Background: an optimization exercise with open tools, aiming at small area, a short achievable clock period and few clock cycles per item. Do not read the settings as production practice.

## booth_radix2_multiplier_core
module booth_radix2_multiplier_core #(
   parameter int MAX_WIDTH = 16
) (
   input  logic                      clock,
   input  logic                      reset,
   input  logic                          req_valid,
   output logic                          req_ready,
   input  logic [brm_pkg::IN_W-1:0]      req_multiplicand_bits,
   input  logic [brm_pkg::IN_W-1:0]      req_multiplier_bits,
   output logic                          rsp_valid,
   input  logic                          rsp_ready,
   output logic [brm_pkg::PRODUCT_W-1:0] rsp_product_bits,
   output logic                          rsp_negative,
   output logic [brm_pkg::MAG_W-1:0]     rsp_magnitude,
   input  logic                      csr_write_enable,
   input  logic [brm_pkg::CFG_W-1:0] csr_write_data
);
   logic [15:0] wm, wtop;
   logic [31:0] pmask;
   logic [3:0] nm1_ff;
   always_ff @(posedge clock) begin
      if (reset) begin
  ...
Size in the first run: roughly 170 flip-flops, ~14000 sq um of cells after synthesis.
Settings: LEC_CHECK=0, ABC_CLOCK_PERIOD_IN_PS=3200, CAP_MARGIN=20, CORE_MARGIN=2, CORE_UTILIZATION=40, CTS_BUF_LIST=sky130_fd_sc_hd__clkbuf_8, PLACE_DENSITY=0.6, SETUP_SLACK_MARGIN=4.0, SLEW_MARGIN=20; clock period 7.2 ns.
standard.sh (not shown) runs the stock make flow with config.mk's settings and CLKGATE_MAP_FILE= SYNTH_SCRIPT=/design/flow/synth_recipe.tcl, a recipe that flattens the netlist after the stock synthesis.
==> flow/flow/run.sh <==
#!/bin/bash
# Layout flow: the standard ORFS flow (standard.sh) with two changes:
#  1. synthesis: the same script, except that Yosys's "synth -run fine:" step
#     gets -noabc, so the quick ABC pass there does not re-encode the adder
#     trees before extract_fa (it leaves fewer inverters around the fa/ha
#     cells); flops, hierarchy flattening and renaming are as in synth_recipe.tcl.
#  2. port buffers are sky130_fd_sc_hd__buf_2 instead of the delay cell that
#     buffer_ports picks by default.
# Each tool's output goes to the ORFS logs under orfs/logs; make's own output
# goes to flow_make.log here.
set -euo pipefail
here=$(pwd)
sed 's|^proc synth {args} { yosys synth -nofsm -noshare {\*}\$args }|proc synth {args} { if {[lsearch -exact $args fine:] >= 0} { lappend args -noabc }; yosys synth -nofsm -noshare {*}$args }|' synth_recipe.tcl > flow_synth.tcl
grep -q -- '-noabc' flow_synth.tcl
sed -e "s|SYNTH_SCRIPT=[^ ]*|SYNTH_SCRIPT=$here/flow_synth.tcl|" \
    -e 's|"\${@:-finish}"|BUFFER_PORTS_ARGS="-buffer_cell sky130_fd_sc_hd__buf_2" "${@:-finish}"|' standard.sh > flow_standard_mod.sh
grep -q flow_synth.tcl flow_standard_mod.sh
bash flow_standard_mod.sh > flow_make.log 2>&1
The first run completed with no timing, DRC or antenna violations.
Edit:
ABC_CLOCK_PERIOD_IN_PS = 3100   (was 3200)
SETUP_SLACK_MARGIN = 4.1   (was 4.0)
TNS_END_PERCENT = 30   (was not set)
What happened:
- count of clock-buffer cells in the layout does not change
- register-to-register slack got worse by 0.02 ns
- synthesized area is unchanged
- final cell count rose by 0.48%
- first-iteration DRC count rose by 12%
- non-clock buffer count rose by 10
- design area rose by 2.8%
- routed wire length rose by 3.5%
- die area stays the same
Function was not checked in any run of this note: the RTL went through the layout flow alone.

* * *

booth_radix2_multiplier_core, a different RTL version from the one above (not shown whole).
Size in the first run: ~1,300 cells after synthesis, ~170 flip-flops, about 110 I/O pins.
Settings: LEC_CHECK=0, ABC_CLOCK_PERIOD_IN_PS=3300, CAP_MARGIN=20, CORE_MARGIN=2, CORE_UTILIZATION=40, CTS_BUF_LIST=sky130_fd_sc_hd__clkbuf_8, PLACE_DENSITY=0.6, SETUP_SLACK_MARGIN=3.9, SLEW_MARGIN=20; clock period 7.2 ns.
==> flow/flow/run.sh <==
#!/bin/bash
# Layout flow: the standard ORFS flow (standard.sh) with two changes:
#  1. synthesis: the same script, except that Yosys's "synth -run fine:" step
#     gets -noabc, so the quick ABC pass there does not re-encode the adder
#     trees before extract_fa (it leaves fewer inverters around the fa/ha
#     cells); flops, hierarchy flattening and renaming are as in synth_recipe.tcl.
#  2. port buffers are sky130_fd_sc_hd__buf_1 instead of the delay cell that
#     buffer_ports picks by default.
# Each tool's output goes to the ORFS logs under orfs/logs; make's own output
# goes to flow_make.log here.
set -euo pipefail
here=$(pwd)
sed 's|^proc synth {args} { yosys synth -nofsm -noshare {\*}\$args }|proc synth {args} { if {[lsearch -exact $args fine:] >= 0} { lappend args -noabc }; yosys synth -nofsm -noshare {*}$args }|' synth_recipe.tcl > flow_synth.tcl
grep -q -- '-noabc' flow_synth.tcl
sed -e "s|SYNTH_SCRIPT=[^ ]*|SYNTH_SCRIPT=$here/flow_synth.tcl|" \
    -e 's|"\${@:-finish}"|BUFFER_PORTS_ARGS="-buffer_cell sky130_fd_sc_hd__buf_1" "${@:-finish}"|' standard.sh > flow_standard_mod.sh
grep -q flow_synth.tcl flow_standard_mod.sh
bash flow_standard_mod.sh > flow_make.log 2>&1
Edit:
--- a/flow/flow/run.sh
+++ b/flow/flow/run.sh
@@ -7 +7 @@
-#  2. port buffers are sky130_fd_sc_hd__buf_1 instead of the delay cell that
+#  2. port buffers are sky130_fd_sc_hd__buf_2 instead of the delay cell that
@@ -16 +16 @@
-    -e 's|"\${@:-finish}"|BUFFER_PORTS_ARGS="-buffer_cell sky130_fd_sc_hd__buf_1" "${@:-finish}"|' standard.sh > flow_standard_mod.sh
+    -e 's|"\${@:-finish}"|BUFFER_PORTS_ARGS="-buffer_cell sky130_fd_sc_hd__buf_2" "${@:-finish}"|' standard.sh > flow_standard_mod.sh
Effect: The changed run passed the timing, DRC and antenna checks. Final area grows by 0.54%. Global-route usage is about the same. Routed wire length shrinks by 1.2%. Maximum frequency grows by 0.34%. Via count barely changes. Synthesized area stays the same. Core utilization grows by 0.25 points.
No functional check of the RTL was part of any run of this note.

-- re-timing with driven ports --
The results above use ideal ports. As a check the final layouts listed here were re-extracted and re-timed, cells and wires unchanged.
Step 1 sets driving cells, clkbuf_16 on the clock port and buf_2 on the other inputs (assumed; they add their load-dependent delay and slew).
Step 2, shift: input delay + t, output delay - t, t = (earliest + latest rising clock arrival at the registers) / 2. This alone moves slack from input paths to output paths.
Slacks: ideal / step 1 / step 2; pairs: ideal / step 1.
run	t (ns)	setup WS [ns]	latest minus earliest clock arrival (ns)	worst register clock-pin slew, ns	pins driven straight from the clock port
the first run of note 1	0.532	3.971 / 3.933 / 3.565	0.015 / 0.016	0.10 / 0.10	1
the second run of note 1	0.502	3.968 / 3.930 / 3.790	0.020 / 0.019	0.10 / 0.10	1
the first run of note 2	0.524	3.863 / 3.764 / 3.625	0.022 / 0.022	0.10 / 0.10	1
the second run of note 2	0.506	3.875 / 3.772 / 3.578	0.021 / 0.021	0.10 / 0.10	1
After both steps every run listed still meets setup and hold. The setup slack of the first run of note 1, which loses most, moves by -0.038 ns with the drivers and by -0.406 ns with both steps.
